From an optimization exercise on the open Yosys and OpenROAD flow, aimed at small area, a short achievable clock period and few clock cycles per item; shortcuts taken in it are not production practice. Only simulation tests tie the RTL to the original design; equivalence was not proved. No activity file was given, so power comes from the tool's default toggle rates.

== the previous run ==
==> flow/design.v <==
package hlt_pkg;
  localparam int CAPACITY    = 64;
  localparam int HANDLE_BITS = 32;
  localparam int IN_HANDLE_W = 32;
  localparam int POS_W       = 6;
  localparam int COUNT_W     = 7;
  localparam int KEY_W = (HANDLE_BITS < IN_HANDLE_W) ? HANDLE_BITS : IN_HANDLE_W;
  localparam int IDX_W = $clog2(CAPACITY);
  localparam int CNT_W = $clog2(CAPACITY + 1);
  typedef logic [1:0]       action_t;
  typedef logic [1:0]       status_t;
  typedef logic [KEY_W-1:0] key_t;
  typedef logic [IDX_W-1:0] idx_t;
  typedef logic [CNT_W-1:0] cnt_t;
  localparam action_t ACT_ADD    = 2'd0;
  localparam action_t ACT_REMOVE = 2'd1;
  localparam action_t ACT_LOOKUP = 2'd2;
  localparam action_t ACT_CLEAR  = 2'd3;
  localparam status_t ST_OK      = 2'd0;
  localparam status_t ST_FULL    = 2'd1;
  localparam status_t ST_MISSING = 2'd2;
endpackage
module handle_list_table_unit
(
  input  logic                   clk,
  input  logic                   rst_n,
  input  logic                   in_valid,
  output logic                   in_ready,
  input  logic [1:0]             in_action,
  input  logic [hlt_pkg::IN_HANDLE_W-1:0] in_handle,
  output logic                   out_valid,
  input  logic                   out_ready,
  output logic [1:0]             out_status,
  output logic                   out_found,
  output logic [hlt_pkg::POS_W-1:0]       out_position,
  output logic [hlt_pkg::COUNT_W-1:0]     out_entry_count
);
  localparam int N  = hlt_pkg::CAPACITY;
  localparam int KW = hlt_pkg::KEY_W;
  localparam int PW = hlt_pkg::POS_W;
  localparam int GW = 8;                                           
  localparam int NG = N / GW;
  localparam int RW = 2 + 1 + PW + hlt_pkg::COUNT_W;               
  localparam int QD = 6;                                           
  logic [N-1:0][KW-1:0] mem;
  logic [N-1:0]         vld;       
  hlt_pkg::cnt_t        fill_r;    
  logic [NG-2:0][PW-1:0] gabove;   
  logic                 c_v;
  hlt_pkg::action_t     c_act;
  hlt_pkg::key_t        c_key;
  logic                 s_v;
  logic                 s_add, s_rem, s_lkp, s_clr;    
  hlt_pkg::key_t        s_key;
  logic [N-1:0]         s_raw;     
  logic                 s_eq;      
  logic [N-1:0]         prv_sh;    
  logic                 p1_v, p2_v;
  logic [RW-1:0]        p1_res, p2_res;    
  logic [PW-1:0]        p1_base, p2_base;  
  logic [GW-1:0]        p1_ingrp;          
  logic [3:0]           p2_cnt;            
  logic [QD-1:0]          q_v;     
  logic [QD-1:0][RW-1:0]  q_d;
  logic                   rdy_r;
  logic [2:0]             busy;    
  logic in_fire;
  assign in_ready = rdy_r;
  assign in_fire  = in_valid && rdy_r;
  always_ff @(posedge clk) begin
    c_act <= in_action;
    c_key <= in_handle[KW-1:0];
    s_key <= c_key;
    s_eq  <= (c_key == s_key);
  end
  logic         s_srch;
  logic [N-1:0] m, suf, first, sh, allv;
  logic         found, full;
  hlt_pkg::cnt_t fill_nxt;
  logic [N-1:0] vld_nxt;
  hlt_pkg::status_t st;
  assign s_srch = s_rem | s_lkp;
  logic [N-1:0] al0, al1, al2, al3, al4, al5;
  assign al0 = {vld[N-2:0], 1'b1};
  assign al1 = al0 & {al0[N-2:0], 1'b1};
  assign al2 = al1 & {al1[N-3:0], 2'b11};
  assign al3 = al2 & {al2[N-5:0], 4'hf};
  assign al4 = al3 & {al3[N-9:0], 8'hff};
  assign al5 = al4 & {al4[N-17:0], 16'hffff};
  assign allv = al5 & {al5[N-33:0], 32'hffff_ffff};
  assign full = fill_r[hlt_pkg::CNT_W-1];
  for (genvar j = 0; j < N; j++) begin : g_slot
    logic          dn_raw;
    logic [KW-1:0] dn;
    if (j == 0) begin : g_bot
      assign dn_raw = s_eq;
      assign dn     = s_key;
    end else begin : g_up
      assign dn_raw = s_raw[j-1];
      assign dn     = mem[j-1];
    end
    assign m[j]  = vld[j] & (prv_sh[j] ? dn_raw : s_raw[j]);
    assign sh[j] = s_add & ~full & allv[j];
    always_ff @(posedge clk) begin
      if (sh[j]) mem[j] <= dn;
      s_raw[j] <= (mem[j] == c_key);
    end
  end
  logic [N-1:0] sl0, sl1, sl2, sl3, sl4, sl5;
  assign sl0 = m;
  assign sl1 = sl0 | {1'b0,  sl0[N-1:1]};
  assign sl2 = sl1 | {2'b0,  sl1[N-1:2]};
  assign sl3 = sl2 | {4'b0,  sl2[N-1:4]};
  assign sl4 = sl3 | {8'b0,  sl3[N-1:8]};
  assign sl5 = sl4 | {16'b0, sl4[N-1:16]};
  assign suf = sl5 | {32'b0, sl5[N-1:32]};
  assign first = m & ~{1'b0, suf[N-1:1]};
  assign found = suf[0];
  always_comb begin
    vld_nxt  = vld;
    fill_nxt = fill_r;
    st       = hlt_pkg::ST_OK;
    if (s_add) begin
      if (full) st = hlt_pkg::ST_FULL;
      else begin
        vld_nxt  = vld | allv;
        fill_nxt = fill_r + hlt_pkg::CNT_W'(1);
      end
    end
    if (s_srch && !found) st = hlt_pkg::ST_MISSING;
    if (s_rem && found) begin
      vld_nxt  = vld & ~first;
      fill_nxt = fill_r - hlt_pkg::CNT_W'(1);
    end
    if (s_clr) begin
      vld_nxt  = '0;
      fill_nxt = '0;
    end
  end
  logic [NG-1:0]         ghit;       
  logic [PW-1:0]         base;
  logic [GW-1:0]         ingrp;
  logic [NG-2:0][PW-1:0] gabove_nxt;
  always_comb begin
    for (int g = 0; g < NG - 1; g++) ghit[g] = s_srch & suf[g*GW] & ~suf[(g+1)*GW];
    ghit[NG-1] = s_srch & suf[(NG-1)*GW];
    base  = '0;
    ingrp = '0;
    for (int g = 0; g < NG; g++) begin
      if (g < NG - 1) base = base | ({PW{ghit[g]}} & gabove[g % (NG - 1)]);
      ingrp = ingrp | ({GW{ghit[g]}} & vld[g*GW +: GW] & ~suf[g*GW +: GW]);
    end
    for (int g = 0; g < NG - 1; g++) begin
      logic [PW-1:0] inc, dec;
      for (int b = 0; b < PW; b++) begin
        logic lo_ones, lo_zeros;
        lo_ones  = 1'b1;
        lo_zeros = 1'b1;
        for (int k = 0; k < b; k++) begin
          lo_ones  = lo_ones  &  gabove[g][k];
          lo_zeros = lo_zeros & ~gabove[g][k];
        end
        inc[b] = gabove[g][b] ^ lo_ones;
        dec[b] = gabove[g][b] ^ lo_zeros;
      end
      gabove_nxt[g] = gabove[g];
      if (s_add && !full && allv[(g+1)*GW]) gabove_nxt[g] = inc;
      if (s_rem && suf[(g+1)*GW])           gabove_nxt[g] = dec;
      if (s_clr)                            gabove_nxt[g] = '0;
    end
  end
  always_ff @(posedge clk) begin
    prv_sh   <= sh;
    p1_res   <= {st, s_srch & found, PW'(0), hlt_pkg::COUNT_W'(fill_nxt)};
    p1_base  <= base;
    p1_ingrp <= ingrp;
  end
  always_ff @(posedge clk) begin
    logic [1:0] c0, c1, c2, c3;
    c0 = 2'(p1_ingrp[0]) + 2'(p1_ingrp[1]);
    c1 = 2'(p1_ingrp[2]) + 2'(p1_ingrp[3]);
    c2 = 2'(p1_ingrp[4]) + 2'(p1_ingrp[5]);
    c3 = 2'(p1_ingrp[6]) + 2'(p1_ingrp[7]);
    p2_cnt  <= (4'(c0) + 4'(c1)) + (4'(c2) + 4'(c3));
    p2_base <= p1_base;
    p2_res  <= p1_res;
  end
  logic [RW-1:0] res;
  always_comb begin
    res = p2_res;
    res[hlt_pkg::COUNT_W +: PW] = p2_base + PW'(p2_cnt);    
  end
  logic               pop;
  logic [QD-1:0]      g_v, q_v_nxt, tgt;
  logic [QD-1:0][RW-1:0] g_d, q_d_nxt;
  logic [2:0]         busy_nxt;
  logic               rdy_nxt;
  assign pop = q_v[0] & out_ready;
  always_comb begin
    g_v = pop ? {1'b0, q_v[QD-1:1]} : q_v;
    for (int j = 0; j < QD; j++) begin
      g_d[j] = (pop && j < QD - 1) ? q_d[(j + 1) % QD] : q_d[j];
      tgt[j] = p2_v & ~g_v[j] & ((j == 0) ? 1'b1 : g_v[(j + QD - 1) % QD]);
      q_d_nxt[j] = tgt[j] ? res : g_d[j];
    end
    q_v_nxt = g_v | tgt;
    busy_nxt = busy + 3'(in_fire) - 3'(pop);
    rdy_nxt  = (busy_nxt < 3'(QD));
  end
  always_ff @(posedge clk) begin
    q_d <= q_d_nxt;
  end
  always_ff @(posedge clk) begin
    if (!rst_n) begin
      c_v    <= 1'b0;
      s_v    <= 1'b0;
      s_add  <= 1'b0;
      s_rem  <= 1'b0;
      s_lkp  <= 1'b0;
      s_clr  <= 1'b0;
      p1_v   <= 1'b0;
      p2_v   <= 1'b0;
      busy   <= '0;
      gabove <= '0;
      vld    <= '0;
      fill_r <= '0;
      q_v    <= '0;
      rdy_r  <= 1'b1;
    end else begin
      c_v    <= in_fire;
      s_v    <= c_v;
      s_add  <= c_v && (c_act == hlt_pkg::ACT_ADD);
      s_rem  <= c_v && (c_act == hlt_pkg::ACT_REMOVE);
      s_lkp  <= c_v && (c_act == hlt_pkg::ACT_LOOKUP);
      s_clr  <= c_v && (c_act == hlt_pkg::ACT_CLEAR);
      p1_v   <= s_v;
      p2_v   <= p1_v;
      busy   <= busy_nxt;
      gabove <= gabove_nxt;
      vld    <= vld_nxt;
      fill_r <= fill_nxt;
      q_v    <= q_v_nxt;
      rdy_r  <= rdy_nxt;
    end
  end
  assign out_valid       = q_v[0];
  assign {out_status, out_found, out_position, out_entry_count} = q_d[0];
endmodule
make LEC_CHECK=0 CAP_MARGIN=20 CORE_MARGIN=2 CORE_UTILIZATION=55 CTS_CLUSTER_DIAMETER=80 CTS_CLUSTER_SIZE=30 SETUP_SLACK_MARGIN=4.2 SLEW_MARGIN=20 finish   # period 7.0 ns
run.sh (not shown) runs the stock make flow with config.mk's settings and CLKGATE_MAP_FILE= SYNTH_SCRIPT=/design/flow/synth_recipe.tcl, a recipe that flattens the netlist after the stock synthesis.
Testbench counts of the previous run, summed over its fixed seeds: cycles 12,040, items 12,000.
Inputs modified between the previous run and the current run:
# the previous run
export LEC_CHECK = 0
export CAP_MARGIN = 20
export CORE_MARGIN = 2
export CORE_UTILIZATION = 55
export CTS_CLUSTER_DIAMETER = 80
export CTS_CLUSTER_SIZE = 30
export SETUP_SLACK_MARGIN = 4.2
export SLEW_MARGIN = 20
create_clock -name core_clock -period 7.0 [get_ports {clk}]
# the current run
export LEC_CHECK = 0
export CAP_MARGIN = 20
export CORE_MARGIN = 2
export CORE_UTILIZATION = 65
export CTS_CLUSTER_DIAMETER = 80
export CTS_CLUSTER_SIZE = 30
export SETUP_SLACK_MARGIN = 4.0
export SLEW_MARGIN = 20
create_clock -name core_clock -period 7.0 [get_ports {clk}]
[summary]
The previous run has higher cell count of the worst reg-to-reg path than the current run. The register share of total power reported for the current run is greater than that of the previous run by 2.6 points. Changes observed in the current run relative to the previous run: cell count now smaller; fraction of standard cell area that is sequential now larger. The lower global-route usage of the previous run and the current run is in the previous run. Residual antenna-violating net count after detailed routing: the current run vs the previous run identical. The current run vs the previous run: buffer count excluding the clock tree in the final layout down by more than a quarter. Going from the previous run to the current run, power dissipated by switching net loads shrinks by about 5.5%. On average wire length per cell after detail routing, the lower figure sits with the current run, not the previous run. The current run does better than the previous run on design area.

==> afterwards: timing with drivers on the ports <==
How much do the figures lean on ideal ports? The routed layouts below were timed once more, with nothing changed but the port constraints. Step 1, drivers: a clkbuf_16 drives clk and a buf_2 each remaining input, both assumed. Step 2, shift: input delay + t, output delay - t, t = (earliest + latest rising clock arrival at the registers) / 2. This alone moves slack from input paths to output paths. a / b / c = ideal ports / drivers / drivers and shift; a / b = the first two.
run | t (ns) | slack for setup (ns) | hold WS [ns] | worst register clock-pin slew, ns | cell pins on the clock port's net
the previous run | 0.913 | 3.992 / 3.992 / 3.553 | 0.345 / 0.345 / 0.345 | 0.12 / 0.12 | 1
the current run | 0.869 | 4.003 / 4.003 / 3.263 | 0.358 / 0.358 / 0.358 | 0.12 / 0.12 | 1
After both steps setup and hold are still met in every run listed. The setup slack of the current run, which loses most, moves by 0.000 ns with the drivers and by -0.740 ns with both steps.
